Context: an optimization exercise on an open-source flow, tuned for small area, a short achievable clock period and few clock cycles. The choices shown serve that exercise and are no tape-out recipe.
Where RTL was checked, it was by simulation tests only, not by an equivalence proof against the original.
Power figures rest on the tool's default switching activity, not on a simulated workload.

==> flow/design.v (excerpt) <==
module laser_stripe_center_extract (
  input  logic                clk,
  input  logic                rst_n,
  input  logic                in_push,
  output logic                in_full,
  input  logic [7:0]          in_pixel,
  input  logic                in_row_end,
  input  logic                in_frame_end,
  output logic                out_empty,
  input  logic                out_pop,
  output logic [lsce_pkg::ROW_W-1:0]    out_row_number,
  output logic                out_found,
  output logic [lsce_pkg::CENTRE_W-1:0] out_centre_q8,
  output logic                out_last,
  input  logic                cfg_valid,
  output logic                cfg_ready,
  input  logic [1:0]          cfg_index,
  input  logic [12:0]         cfg_data
);
For scale: ~2100 cells after synthesis, about 350 flip-flops, ~67 I/O pins, ~21000 um2 of cells after synthesis.
export LEC_CHECK = 0
export CAP_MARGIN = 20
export CORE_MARGIN = 2
export CORE_UTILIZATION = 40
export CTS_BUF_LIST = sky130_fd_sc_hd__clkbuf_8
export CTS_CLUSTER_DIAMETER = 70
export CTS_CLUSTER_SIZE = 12
export SETUP_SLACK_MARGIN = 4.65
export SLEW_MARGIN = 20
create_clock -name core_clock -period 8.0 [get_ports {clk}]
run.sh (not shown) runs the stock make flow with config.mk's settings and CLKGATE_MAP_FILE= SYNTH_SCRIPT=/design/flow/synth_recipe.tcl, a recipe that flattens the netlist after the stock synthesis.
The first run ran to the end with no violations.
Next try:
--- a/flow/design.v
+++ b/flow/design.v
@@ -40,14 +40,15 @@
   logic [12:0] col_r;
   logic        colnz_r, first_r;    
   logic signed [8:0] prev_r, pk1_r, tr1_r;
   logic [8:0]  x_r, yq_r, uq_r, w_r;
   logic        ppend_r, tpend_r;
   logic [11:0] pkc_r, trc_r;
   logic        fin_r, fin_n1_r, fin_last_r;
+  logic [2:0]  pf_r;    
   logic accept, hold, go, take, first, in_room;
   logic signed [9:0] dp, dt, dg;
   logic cap_p, cap_t;
   logic [12:0] col_n;
   logic fin_n, v_n, re_n, colnz_n;
   assign in_full = in_full_r;
   assign accept  = in_push && !in_full_r;
@@ -101,14 +102,15 @@
       ip1_r <= ip0_r;
       ip0_r <= in_pixel;
     end
     if (go && re_r) begin
       fin_n1_r <= !colnz_r;
       fin_last_r <= fe_r;
     end
+    pf_r <= {pass_a, !wlo[13], !whi[13]};
     if (take) begin
       prev_r <= g_r;
       ppend_r <= cap_p;
       tpend_r <= cap_t;
       if (ppend_r) yq_r <= ~dp[8:0];
       if (tpend_r) w_r <= dt[8:0];
       if (cap_p) begin
@@ -138,15 +140,15 @@
   end
   assign job_valid = fin_r;
   assign job_x     = x_r;
   assign job_uq    = uq_r;
   assign job_a     = {1'b0, x_r} + {1'b0, ppend_r ? pk1_r : yq_r} + {9'd0, !ppend_r};
   assign job_b     = {1'b0, uq_r} + {1'b0, tpend_r ? ~tr1_r : w_r} + {8'd0, tpend_r, !tpend_r};
   assign job_s1    = {1'b0, pkc_r} + {1'b0, trc_r} - 13'd3;
-  assign job_found = {pass_a, !wlo[13], !whi[13]};
+  assign job_found = pf_r;    
   assign job_last  = fin_last_r;
 endmodule
 module lsce_mul (
   input  logic        clk,
   input  logic        rst_n,
   input  logic        load,
   input  logic [8:0]  ld_x,
@@ -164,14 +166,15 @@
   output logic [19:0] e,
   output logic [12:0] s1,
   output logic        found,
   output logic        last
 );
   logic        valid_r, done_r;
   logic [2:0]  found_r;
+  logic        new_r;    
   logic [2:0]  cnt_r;
   logic [8:0]  x_r;
   logic [9:0]  a_r;
   logic signed [10:0] accd_r;
   logic signed [11:0] acce_r;
   logic [11:0] bq_r, uq_r;    
   logic [2:0]  db_r, du_r;      
@@ -203,32 +206,35 @@
       done_r <= 1'b0;
     end else if (load) begin
       valid_r <= 1'b1;
       done_r <= 1'b0;
     end else if (take) begin
       valid_r <= 1'b0;
       done_r <= 1'b0;
-    end else if (valid_r && !done_r && (!found || cnt_r == 3'd5)) begin
+    end else if (valid_r && !done_r && ((!new_r && !found) || cnt_r == 3'd5)) begin
       done_r <= 1'b1;
     end
   end
   always_ff @(posedge clk) begin
     db_r <= load ? booth(ld_b[1], ld_b[0], 1'b0) : booth(bq_r[3], bq_r[2], bq_r[1]);
     du_r <= load ? booth(ld_uq[1], ld_uq[0], 1'b0) : booth(uq_r[3], uq_r[2], uq_r[1]);
   end
   always_ff @(posedge clk) begin
+    new_r <= load;
+    if (new_r) found_r <= ld_found;
+  end
+  always_ff @(posedge clk) begin
     if (load) begin
       x_r <= ld_x;
       a_r <= ld_a;
       accd_r <= '0;
       acce_r <= 12'(ld_a);
       bq_r <= {2'b0, ld_b};
       uq_r <= {3'b0, ld_uq};
       s1 <= ld_s1;
-      found_r <= ld_found;
       last <= ld_last;
       cnt_r <= '0;
     end else if (valid_r && !done_r) begin
       accd_r <= sum_d[12:2];
       acce_r <= sum_e[13:2];
       bq_r <= {sum_d[1:0], bq_r[11:2]};
       uq_r <= {sum_e[1:0], uq_r[11:2]};
Result: Area after synthesis went up by 1.1%; setup slack is better by 0.081 ns; utilization went down by 0.43 points; wire length went down by 0.46%; die area went up by 1.1%; final area went up by 0.83%; clock-buffer cell count went up by 2.
Testbench counts after the change, summed over its fixed seeds: cycles 35,831.
No functional check of the RTL was part of the first run of this note.

---

## red
Another version of the RTL of laser_stripe_center_extract (not shown whole).
Size: about 360 flip-flops, about 67 I/O pins, roughly 22,000 um2 of cells after synthesis.
Design laser_stripe_center_extract, start of the top module:
module laser_stripe_center_extract (
  input  logic                clk,
  input  logic                rst_n,
  input  logic                in_push,
  output logic                in_full,
  input  logic [7:0]          in_pixel,
  input  logic                in_row_end,
  input  logic                in_frame_end,
  output logic                out_empty,
  input  logic                out_pop,
  output logic [lsce_pkg::ROW_W-1:0]    out_row_number,
  output logic                out_found,
  output logic [lsce_pkg::CENTRE_W-1:0] out_centre_q8,
  output logic                out_last,
  input  logic                cfg_valid,
  output logic                cfg_ready,
  input  logic [1:0]          cfg_index,
  input  logic [12:0]         cfg_data
);
  logic [8:0]         thr_r;
  logic signed [12:0] wmin_r, wmax_r;
  logic [11:0]        row_r;
  logic        job_valid, job_found, job_last;
  logic [8:0]  job_x, job_uq;
  logic [9:0]  job_a, job_b;
  logic [12:0] job_s1;
  logic        mul_valid, mul_done, mul_valid_nxt, mul_found, mul_last, mul_take;
  logic [19:0] mul_d, mul_e;
  logic [12:0] mul_s1;
  assign cfg_ready = 1'b1;
  always_ff @(posedge clk) begin
    if (!rst_n) begin
      thr_r <= 9'd35;
      wmin_r <= 13'sd1;
      wmax_r <= 13'sd20;
    end else if (cfg_valid) begin
      case (cfg_index)
        lsce_pkg::REG_GRAD_THRESHOLD: thr_r <= cfg_data[8:0];
        lsce_pkg::REG_WIDTH_MIN:      wmin_r <= $signed(cfg_data);
        lsce_pkg::REG_WIDTH_MAX:      wmax_r <= $signed(cfg_data);
        default: begin
        end
      endcase
    end
  end
  always_ff @(posedge clk) begin
    if (!rst_n) begin
      row_r <= '0;
    end else if (out_pop && !out_empty) begin
      if (out_last) row_r <= '0;
      else if (row_r != 12'hfff) row_r <= row_r + 12'd1;
    end
  end
  ...
==> module lsce_mul, before the edit <==
module lsce_mul (
  input  logic        clk,
  input  logic        rst_n,
  input  logic        load,
  input  logic [8:0]  ld_x,
  input  logic [8:0]  ld_uq,
  input  logic [9:0]  ld_a,
  input  logic [9:0]  ld_b,
  input  logic [12:0] ld_s1,
  input  logic        ld_found,
  input  logic        ld_last,
  input  logic        take,
  output logic        valid,
  output logic        done,
  output logic        valid_nxt,
  output logic [19:0] d,
  output logic [19:0] e,
  output logic [12:0] s1,
  output logic        found,
  output logic        last
);
  logic        valid_r, done_r, prep_r;
  logic [2:0]  cnt_r;
  logic [8:0]  x_r;
  logic [9:0]  a_r;
  logic signed [10:0] accd_r;
  logic signed [11:0] acce_r;
  logic [11:0] bq_r, uq_r;    
  logic [2:0]  db_r;          
  logic        nu_r;          
  logic signed [12:0] pe_r;   
  function automatic logic [2:0] booth(input logic b1, input logic b0, input logic bm);
    booth[0] = b0 ^ bm;
    booth[1] = (b1 & ~b0 & ~bm) | (~b1 & b0 & bm);
    booth[2] = b1 & ~(b0 & bm);
  endfunction
  logic [2:0] dbn, dun;
  logic [11:0] ma, mx, mxa;
  logic signed [12:0] sum_d, pe_n;
  logic signed [13:0] sum_e;
  always_comb begin
    dbn = prep_r ? booth(bq_r[1], bq_r[0], 1'b0) : booth(bq_r[3], bq_r[2], bq_r[1]);
    dun = prep_r ? booth(uq_r[1], uq_r[0], 1'b0) : booth(uq_r[3], uq_r[2], uq_r[1]);
    mx  = dbn[0] ? {3'b0, x_r} : dbn[1] ? {2'b0, x_r, 1'b0} : 12'd0;
    mxa = dun[0] ? {2'b0, a_r} : dun[1] ? {1'b0, a_r, 1'b0} : 12'd0;
    pe_n = (dbn[2] ? ~{1'b0, mx} : {1'b0, mx}) + (dun[2] ? ~{1'b0, mxa} : {1'b0, mxa})
           + 13'(dbn[2]);
    ma  = db_r[0] ? {2'b0, a_r} : db_r[1] ? {1'b0, a_r, 1'b0} : 12'd0;
    sum_d = 13'(accd_r) + (db_r[2] ? ~{1'b0, ma} : {1'b0, ma}) + 13'(db_r[2]);
    sum_e = 14'(acce_r) + 14'(pe_r) + 14'(nu_r);
  end
  assign valid = valid_r;
  assign done  = done_r;
  assign valid_nxt = load || (valid_r && !take);
  assign d = {accd_r[7:0], bq_r};
  assign e = {acce_r[7:0], uq_r};
  always_ff @(posedge clk) begin
    if (!rst_n) begin
      valid_r <= 1'b0;
      done_r <= 1'b0;
    end else if (load) begin
      valid_r <= 1'b1;
      done_r <= !ld_found;
    end else if (take) begin
      valid_r <= 1'b0;
      done_r <= 1'b0;
    end else if (valid_r && !done_r && !prep_r && cnt_r == 3'd5) begin
      done_r <= 1'b1;
    end
  end
  always_ff @(posedge clk) begin
    db_r <= dbn;
    nu_r <= dun[2];
    pe_r <= pe_n;
    if (load) begin
      x_r <= ld_x;
      a_r <= ld_a;
      accd_r <= '0;
      acce_r <= 12'(ld_a);
      bq_r <= {2'b0, ld_b};
      uq_r <= {3'b0, ld_uq};
      s1 <= ld_s1;
      found <= ld_found;
      last <= ld_last;
      cnt_r <= '0;
      prep_r <= 1'b1;
    end else if (valid_r && !done_r) begin
      prep_r <= 1'b0;
      if (!prep_r) begin
        accd_r <= sum_d[12:2];
        acce_r <= sum_e[13:2];
        bq_r <= {sum_d[1:0], bq_r[11:2]};
        uq_r <= {sum_e[1:0], uq_r[11:2]};
        cnt_r <= cnt_r + 3'd1;
      end
    end
  end
endmodule
export LEC_CHECK = 0
export CAP_MARGIN = 20
export CORE_MARGIN = 2
export CORE_UTILIZATION = 40
export SETUP_SLACK_MARGIN = 4.5
export SLEW_MARGIN = 20
create_clock -name core_clock -period 8.0 [get_ports {clk}]
For blue, these inputs were changed with respect to red:
diff --git a/flow/design.v b/flow/design.v
--- a/flow/design.v
+++ b/flow/design.v
@@ -166,41 +166,35 @@
   output logic [19:0] d,
   output logic [19:0] e,
   output logic [12:0] s1,
   output logic        found,
   output logic        last
 );
-  logic        valid_r, done_r, prep_r;
+  logic        valid_r, done_r;
   logic [2:0]  cnt_r;
   logic [8:0]  x_r;
   logic [9:0]  a_r;
   logic signed [10:0] accd_r;
   logic signed [11:0] acce_r;
   logic [11:0] bq_r, uq_r;    
-  logic [2:0]  db_r;          
-  logic        nu_r;          
-  logic signed [12:0] pe_r;   
+  logic [2:0]  db_r, du_r;      
   function automatic logic [2:0] booth(input logic b1, input logic b0, input logic bm);
     booth[0] = b0 ^ bm;
     booth[1] = (b1 & ~b0 & ~bm) | (~b1 & b0 & bm);
     booth[2] = b1 & ~(b0 & bm);
   endfunction
-  logic [2:0] dbn, dun;
   logic [11:0] ma, mx, mxa;
-  logic signed [12:0] sum_d, pe_n;
+  logic signed [12:0] sum_d;
   logic signed [13:0] sum_e;
   always_comb begin
-    dbn = prep_r ? booth(bq_r[1], bq_r[0], 1'b0) : booth(bq_r[3], bq_r[2], bq_r[1]);
-    dun = prep_r ? booth(uq_r[1], uq_r[0], 1'b0) : booth(uq_r[3], uq_r[2], uq_r[1]);
-    mx  = dbn[0] ? {3'b0, x_r} : dbn[1] ? {2'b0, x_r, 1'b0} : 12'd0;
-    mxa = dun[0] ? {2'b0, a_r} : dun[1] ? {1'b0, a_r, 1'b0} : 12'd0;
-    pe_n = (dbn[2] ? ~{1'b0, mx} : {1'b0, mx}) + (dun[2] ? ~{1'b0, mxa} : {1'b0, mxa})
-           + 13'(dbn[2]);
     ma  = db_r[0] ? {2'b0, a_r} : db_r[1] ? {1'b0, a_r, 1'b0} : 12'd0;
+    mx  = db_r[0] ? {3'b0, x_r} : db_r[1] ? {2'b0, x_r, 1'b0} : 12'd0;
+    mxa = du_r[0] ? {2'b0, a_r} : du_r[1] ? {1'b0, a_r, 1'b0} : 12'd0;
     sum_d = 13'(accd_r) + (db_r[2] ? ~{1'b0, ma} : {1'b0, ma}) + 13'(db_r[2]);
-    sum_e = 14'(acce_r) + 14'(pe_r) + 14'(nu_r);
+    sum_e = 14'(acce_r) + (db_r[2] ? ~{2'b0, mx} : {2'b0, mx})
+            + (du_r[2] ? ~{2'b0, mxa} : {2'b0, mxa}) + 14'(db_r[2]) + 14'(du_r[2]);
   end
   assign valid = valid_r;
   assign done  = done_r;
   assign valid_nxt = load || (valid_r && !take);
   assign d = {accd_r[7:0], bq_r};
   assign e = {acce_r[7:0], uq_r};
@@ -211,41 +205,38 @@
     end else if (load) begin
       valid_r <= 1'b1;
       done_r <= !ld_found;
     end else if (take) begin
       valid_r <= 1'b0;
       done_r <= 1'b0;
-    end else if (valid_r && !done_r && !prep_r && cnt_r == 3'd5) begin
+    end else if (valid_r && !done_r && cnt_r == 3'd5) begin
       done_r <= 1'b1;
     end
   end
   always_ff @(posedge clk) begin
-    db_r <= dbn;
-    nu_r <= dun[2];
-    pe_r <= pe_n;
     if (load) begin
       x_r <= ld_x;
       a_r <= ld_a;
       accd_r <= '0;
       acce_r <= 12'(ld_a);
       bq_r <= {2'b0, ld_b};
       uq_r <= {3'b0, ld_uq};
+      db_r <= booth(ld_b[1], ld_b[0], 1'b0);
+      du_r <= booth(ld_uq[1], ld_uq[0], 1'b0);
       s1 <= ld_s1;
       found <= ld_found;
       last <= ld_last;
       cnt_r <= '0;
-      prep_r <= 1'b1;
     end else if (valid_r && !done_r) begin
-      prep_r <= 1'b0;
-      if (!prep_r) begin
-        accd_r <= sum_d[12:2];
-        acce_r <= sum_e[13:2];
-        bq_r <= {sum_d[1:0], bq_r[11:2]};
-        uq_r <= {sum_e[1:0], uq_r[11:2]};
-        cnt_r <= cnt_r + 3'd1;
-      end
+      accd_r <= sum_d[12:2];
+      acce_r <= sum_e[13:2];
+      bq_r <= {sum_d[1:0], bq_r[11:2]};
+      uq_r <= {sum_e[1:0], uq_r[11:2]};
+      db_r <= booth(bq_r[3], bq_r[2], bq_r[1]);
+      du_r <= booth(uq_r[3], uq_r[2], uq_r[1]);
+      cnt_r <= cnt_r + 3'd1;
     end
   end
 endmodule
 module lsce_back (
   input  logic        clk,
   input  logic        rst_n,
Results
blue vs. red: clock tree buffer count of the final layout shows an increase of 6, post-route core utilization shows an increase of 1.2 points.
Diff red -> blue | routability congestion estimate from global placement | increase of 0.026
Compared to red, blue has area occupied by registers about 1.8% lower.
On distinct cell type count after synthesis: between blue and red, it ends up higher for red.
From red to blue the numbers moved as follows: routed length on met1 went down by about 2.4%; number of endpoints with negative hold slack in the final report shows no meaningful change; synthesized instance count decreased about 5.6%.
blue vs red: total standard cell area after synthesis down
Cmp blue vs red: reported net switching power lower in blue
Testbench counts of blue, summed over its fixed seeds: cycles 36,155.
Function not checked in red: the RTL went through the layout flow alone.

separate check: timing with driven ports:
In the flow no input, the clock included, has a driving cell. The finished layouts below were timed again as built, in two steps. Step 1 sets driving cells, clkbuf_16 on the clock port and buf_2 on the other inputs (assumed; they add their load-dependent delay and slew). Step 2 also shifts input and output timing later by t, the mid clock arrival at the registers, as if the neighbouring blocks saw the same clock. Three values: ideal, step 1, step 2; two values: the first two.
| run | shift t [ns] | setup slack, ns | slew at the worst register clock pin (ns) |
|---|---|---|---|
| the first run of note 1 | 0.643 | 4.678 / 4.678 / 4.185 | 0.09 / 0.09 |
| the second run of note 1 | 0.661 | 4.759 / 4.702 / 4.150 | 0.10 / 0.10 |
| red | 0.609 | 4.518 / 4.518 / 4.086 | 0.06 / 0.06 |
| blue | 0.611 | 4.597 / 4.597 / 4.028 | 0.06 / 0.06 |
After both steps setup and hold are still met in every run listed. The setup slack of the second run of note 1, which loses most, moves by -0.057 ns with the drivers and by -0.609 ns with both steps.
